Background: an optimization exercise with open tools, aiming at small area, a short achievable clock period and few clock cycles per item. Do not read the settings as production practice.
Only simulation tests tie the RTL to the original design; equivalence was not proved.

$ cat flow/design.v
package poly_basemul_ctrl_pkg;
  localparam int unsigned KYBER_Q       = 3329;
  localparam int unsigned KYBER_N_PAIRS = 128;
  localparam int unsigned PAIR_ADDR_W   = 7;
  localparam int unsigned COEF_W        = 12;
  localparam int unsigned WORD_W        = 2 * COEF_W;
  typedef enum logic [1:0] {
    ST_IDLE  = 2'd0,
    ST_RUN   = 2'd1,
    ST_DRAIN = 2'd2,
    ST_DONE  = 2'd3
  } state_t;
endpackage
import poly_basemul_ctrl_pkg::*;
module basemul_unit
(
  input  logic [WORD_W-1:0] a,
  input  logic [WORD_W-1:0] b,
  input  logic [COEF_W-1:0] g,
  output logic [WORD_W-1:0] c
);
  function automatic [COEF_W-1:0] mod_add;
    input [COEF_W-1:0] x;
    input [COEF_W-1:0] y;
    reg [COEF_W:0] s;
    reg [COEF_W:0] q;
    q = KYBER_Q;
    s = {1'b0, x} + {1'b0, y};
    if (s >= q) s = s - q;
    mod_add = s[COEF_W-1:0];
  endfunction
  localparam int unsigned PROD_W = 2 * COEF_W;
  logic [PROD_W-1:0] p00, p11, p01, p10, pg;
  logic [COEF_W-1:0] r00, r11, r01, r10, rg;
  always_comb begin
    p00 = PROD_W'(a[COEF_W-1:0])      * PROD_W'(b[COEF_W-1:0]);
    p11 = PROD_W'(a[WORD_W-1:COEF_W]) * PROD_W'(b[WORD_W-1:COEF_W]);
    p01 = PROD_W'(a[COEF_W-1:0])      * PROD_W'(b[WORD_W-1:COEF_W]);
    p10 = PROD_W'(a[WORD_W-1:COEF_W]) * PROD_W'(b[COEF_W-1:0]);
    r00 = COEF_W'(p00 % PROD_W'(KYBER_Q));
    r11 = COEF_W'(p11 % PROD_W'(KYBER_Q));
    r01 = COEF_W'(p01 % PROD_W'(KYBER_Q));
    r10 = COEF_W'(p10 % PROD_W'(KYBER_Q));
    pg  = PROD_W'(g) * PROD_W'(r11);
    rg  = COEF_W'(pg % PROD_W'(KYBER_Q));
    c   = {mod_add(r01, r10), mod_add(r00, rg)};
  end
endmodule
import poly_basemul_ctrl_pkg::*;
module poly_basemul_ctrl
#(
  parameter int unsigned N_PAIRS = KYBER_N_PAIRS,
  parameter int unsigned ADDR_W  = PAIR_ADDR_W
) (
  input  logic              clk,
  input  logic              rst,
  input  logic              start,
  input  logic              acc_en,
  output logic              busy,
  output logic              done,
  output logic [ADDR_W-1:0] rd_addr,
  output logic              rd_en,
  input  logic [23:0]       a_rdata,
  input  logic [23:0]       b_rdata,
  input  logic [11:0]       g_rdata,
  input  logic [23:0]       c_rdata,
  output logic              wr_en,
  output logic [ADDR_W-1:0] wr_addr,
  output logic [23:0]       wr_data
);
  function automatic [COEF_W-1:0] mod_add;
    input [COEF_W-1:0] x;
    input [COEF_W-1:0] y;
    reg [COEF_W:0] s;
    reg [COEF_W:0] q;
    q = KYBER_Q;
    s = {1'b0, x} + {1'b0, y};
    if (s >= q) s = s - q;
    mod_add = s[COEF_W-1:0];
  endfunction
  localparam logic [ADDR_W-1:0] LAST_K = ADDR_W'(N_PAIRS - 1);
  poly_basemul_ctrl_pkg::state_t state;
  logic [ADDR_W-1:0] k;
  logic              acc_q;
  logic              drain_cnt;
  logic              v1;
  logic [ADDR_W-1:0] addr1;
  logic [23:0]       bm_c;
  logic [23:0]       res;
  always_ff @(posedge clk or posedge rst) begin
    if (rst) begin
      state     <= ST_IDLE;
      k         <= '0;
      acc_q     <= 1'b0;
      drain_cnt <= 1'b0;
      busy      <= 1'b0;
      done      <= 1'b0;
      rd_en     <= 1'b0;
      rd_addr   <= '0;
    end else begin
      done <= 1'b0;
      case (state)
        ST_IDLE: begin
          if (start) begin
            acc_q   <= acc_en;
            k       <= '0;
            rd_addr <= '0;
            rd_en   <= 1'b1;
            busy    <= 1'b1;
            state   <= ST_RUN;
          end
        end
        ST_RUN: begin
          if (k == LAST_K) begin
            rd_en     <= 1'b0;
            drain_cnt <= 1'b0;
            state     <= ST_DRAIN;
          end else begin
            k       <= k + ADDR_W'(1);
            rd_addr <= k + ADDR_W'(1);
          end
        end
        ST_DRAIN: begin
          if (drain_cnt) begin
            busy  <= 1'b0;
            done  <= 1'b1;
            state <= ST_DONE;
          end else begin
            drain_cnt <= 1'b1;
          end
        end
        ST_DONE: state <= ST_IDLE;
        default: state <= ST_IDLE;
      endcase
    end
  end
  always_ff @(posedge clk or posedge rst) begin
    if (rst) begin
      v1    <= 1'b0;
      addr1 <= '0;
    end else begin
      v1    <= rd_en;
      addr1 <= rd_addr;
    end
  end
  basemul_unit u_basemul (
    .a (a_rdata),
    .b (b_rdata),
    .g (g_rdata),
    .c (bm_c)
  );
  always_comb begin
    res = bm_c;
    if (acc_q) begin
      res = {mod_add(bm_c[23:12], c_rdata[23:12]), mod_add(bm_c[11:0], c_rdata[11:0])};
    end
  end
  always_ff @(posedge clk or posedge rst) begin
    if (rst) begin
      wr_en   <= 1'b0;
      wr_addr <= '0;
      wr_data <= '0;
    end else begin
      wr_en <= v1;
      if (v1) begin
        wr_addr <= addr1;
        wr_data <= res;
      end
    end
  end
endmodule
$ cat flow/constraint.sdc
create_clock -name core_clock -period 52.0 [get_ports {clk}]
set_input_delay 10.4000 -clock core_clock [delete_from_list [all_inputs] [get_ports {clk}]]
set_output_delay 10.4000 -clock core_clock [all_outputs]
set_load 0.01 [all_outputs]
$ cat flow/config.mk
export PLATFORM = sky130hd
export DESIGN_NAME = poly_basemul_ctrl
export DESIGN_NICKNAME = poly_basemul_ctrl
export VERILOG_FILES = /design/flow/design.v
export SDC_FILE = /design/flow/constraint.sdc
export NUM_CORES = 4
export LEC_CHECK = 0
export CAP_MARGIN = 20
export CORE_MARGIN = 2
export CORE_UTILIZATION = 40
export SLEW_MARGIN = 20
$ cat flow/run.sh
#!/bin/bash
# synth_recipe.tcl (not shown) runs the flow's synth.tcl, then flattens the netlist and writes it again
# the make line also repeats each setting of config.mk as NAME=value (left out here)
make -C /OpenROAD-flow-scripts/flow DESIGN_CONFIG=/design/flow/config.mk WORK_HOME=/design/flow/orfs CLKGATE_MAP_FILE= SYNTH_SCRIPT=/design/flow/synth_recipe.tcl finish
==> notes.md <==
==> stage by stage <==
stage / hold WS [ns] / util (%) / setup TNS, ns / worst slack [ns]
after floorplan: 0.3519 / - / 0 / 0.2256
after global placement: 0.4335 / 44.00 / -0.02368 / -0.02368
after detailed placement: 0.4464 / 44.00 / -4.188 / -0.5329
after CTS: 0.4609 / 44.15 / 0 / 0.01566
after global routing: 0.4789 / 45.53 / -0.9747 / -0.3109
final: 0.4650 / 45.54 / 0 / 1.945
==> logic make-up after synthesis <==
logic type               share of synthesized area (%)
adder cells (fa/ha/maj)                          27.18
multiplexers                                     2.338
flip-flops                                       2.428
AND/OR/NAND/NOR                                  25.30
XOR/XNOR                                         9.211
buffers and inverters                            7.181
AO/OA/AOI/OAI                                    26.37
==> path summary, 6_finish.rpt <==
check,startpoint,to,depth (start not counted)
setup / recovery,a_rdata[15],wr_data[7],171
hold / removal,rd_en,v1,0
setup reg to reg,state[0],rd_addr[5],8
hold reg to reg,rd_en,v1,0
max in group asynchronous,rst,wr_data[21],3
min in group asynchronous,rst,addr1[1],3
==> registers in the layout, indices dropped and copies added, names as in the netlist <==
| signal | cells |
|---|---|
| wr_data | 24 |
| addr1 | 7 |
| rd_addr | 7 |
| wr_addr | 7 |
| state | 2 |
| acc_q | 1 |
| busy | 1 |
| done | 1 |
| drain_cnt | 1 |
| rd_en | 1 |
| v1 | 1 |
| wr_en | 1 |
==> cell usage after synthesis (67+ instances only) <==
master / number
o21a_1: 68
nor4_1: 78
nor3_1: 219
fa_1: 504
nand4_1: 86
inv_1: 761
a21o_1: 107
nand3_1: 229
o21ai_0: 311
and3_1: 77
o21bai_1: 69
mux2i_1: 67
or3_1: 85
nand2_1: 950
and2_1: 312
nor2_1: 499
xnor2_1: 403
o211ai_1: 96
a211oi_1: 91
clkbuf_1: 219
ha_1: 392
xor2_1: 173
a31oi_1: 95
a21oi_1: 422
==> cell type report <==
class	instances	area, sq um	share of cell area [%]
Multi-Input combinational cell	6538	51740	82.44
Timing Repair Buffer	527	4388	6.991
Inverter	762	2860	4.557
Tap cell	1794	2245	3.576
Sequential cell	54	1351	2.153
Clock buffer	5	125.1	0.1993
Clock inverter	3	40.04	0.06379
Antenna cell	6	15.01	0.02392
==> timing repair <==
item,in CTS,in global routing
buffers inserted,0,52
endpoints found under the setup margin,12,12
hold buffers,0,0
cloned,0,4
resized for setup,5,310
pin swaps,0,66
==> layer usage <==
metal	vias to the layer above	global-route usage, %
li1	27760	-
met1	27970	31.48
met2	1392	40.99
met3	207	1.254
met4	2	3.932
met5	-	0
==> summary.txt <==
Outcome
  • Status: complete, no violations

Die
  • Effective utilization at floorplan: 40.38%
  • Num rows: ~140
  • Die height: 377 um
  • Core area: 137800 sq um
  • Die X: 377 um
  • I/O pin count: 130
  • Full die area: 142100 sq um

Yosys
  • Synthesized cell area: 55650 sq um
  • Synthesis-stage register bit count: 54
  • Post-synth EDFFs: 0
  • Fraction of registers with async set/reset: 100.0%
  • Synth Flop Type: dfrtp_1
  • Yosys warning total: 2
  • Synth area leader: fa_1
  • Synth top area cells: fa_1 (18%), ha_1 (8.8%), nand2_1 (6.4%)
  • Synthesized instance count: about 7600
  • Seq/Total Area, Yosys: 2.428%
  • Synth Net Count: 8608
  • Area share of the leading cell type in the synthesized netlist: 18.13%
  • Cell variety after synth: 134
  • Syn_area_per_cell: 7.300 sq um

Layout
  • Final nets: 8872
  • Layout cells sized above 1: 11.00%
  • Commonest non-fill, non-tap cell in the layout: nand2_1
  • Finished Cell Area: 62770 sq um
  • Fill cells: 14000
  • Most frequent cells in the layout: nand2_1 (949), inv_1 (760), fa_1 (504)
  • Post-Layout Cell Count: 9689
  • Area delta synth->final: 12.79%

STA
  • Slew Limit Fails: 0
  • Relative max-transition margin: 24.92%
  • Slew of the pin with the lowest slew margin: between 1 and 1.5 ns
  • Final period utilization: 96.26%
  • Fmax: 19.98 MHz
  • Final Hold Fails: 0
  • Min cycle time layout: 50.06 ns
  • Final Setup Violations: 0
  • Clk_skew: 0.007025 ns

Routing
  • Vias: 57330
  • Post-DR vias/cell: 5.917
  • Antenna-violating nets left: 0
  • Detailed-route wire length: between 150000 and 200000 um
  • Drt first-iter violations: 4225
  • Iteration count of the initial detailed-routing pass: 6
  • Top Layer Used: met5
  • Met1 WL: 78560 um
  • Post-DR wirelength/cell: 17.67 um
  • Drc violations: 0
  • WL met3: 6557 um
  • Met2 Wirelength: 83570 um

Global routing
  • Largest net degree at the start of global routing: 55
  • Antenna violations before repair: 8
  • Grt total ovfl: 0
  • GRT Total Usage: 23.21%
  • First-pass GRT wire length: around 280000 um
  • Vias in the first global route: 56220

Clock network
  • Clk Latency, worst-skew pair: 0.30 ns
  • Clk buf depth: 2
  • CTS buffer count: 5
  • CTS tree: yes
  • Clk sinks: 54
  • H-tree levels: 2
  • Clock root cell: clkbuf_16
  • Clock slew at reported path FFs: 0.06 ns

Critical path
  • Worst Path Arrival: 50.24 ns
  • R2r setup slk: 49.79 ns
  • Worst Path Buf+Inv: 22
  • Critical path fanouts, max: 24
  • CP top delay family: compound AO/OA/AOI/OAI gates
  • Required @ worst endpoint: 52.18 ns
  • Startpoint types: input pin
  • CP max stage delay: 0.60 ns
  • Endpoint class of the critical path: flip-flop
  • Crit Path Category: input pin to flip-flop
  • Crit path max-delay cell type: or4_4

Place
  • DP HPWL: 139300 um
  • PortBufs: 129
  • Dpl cells: 9619
  • Post-DP Area: 60650 sq um
  • GP Congestion: 0.9469

Run
  • Max-Cap Viols: 0

Min path
  • Min-delay worst type: flip-flop to flip-flop
Testbench counts, summed over its fixed seeds: cycles 6,336, jobs 48.

==> re-timing with driven ports <==
The flow's constraints put no driver on any port. The routed layout listed below was extracted and timed again, unchanged, in two steps. Step 1, drivers: a clkbuf_16 drives clk and a buf_2 each remaining input, both assumed. Step 2 times the ports against the registers' clock, not the clock port: input delays grow and output delays shrink by t, the midpoint of the rising clock arrivals with the driver on. Three values: ideal ports, drivers, drivers and shift; two values: the first two.
shift t [ns]: 0.334
setup slack, ns: 1.945 / 1.948 / 1.615
clock arrival spread, ns: 0.007 / 0.007
worst slew at a driven data input, ns: 0.22
cell pins on the clock port's net: 1
After both steps this run still meets setup and hold. The setup slack of this run moves by +0.003 ns with the drivers and by -0.330 ns with both steps.
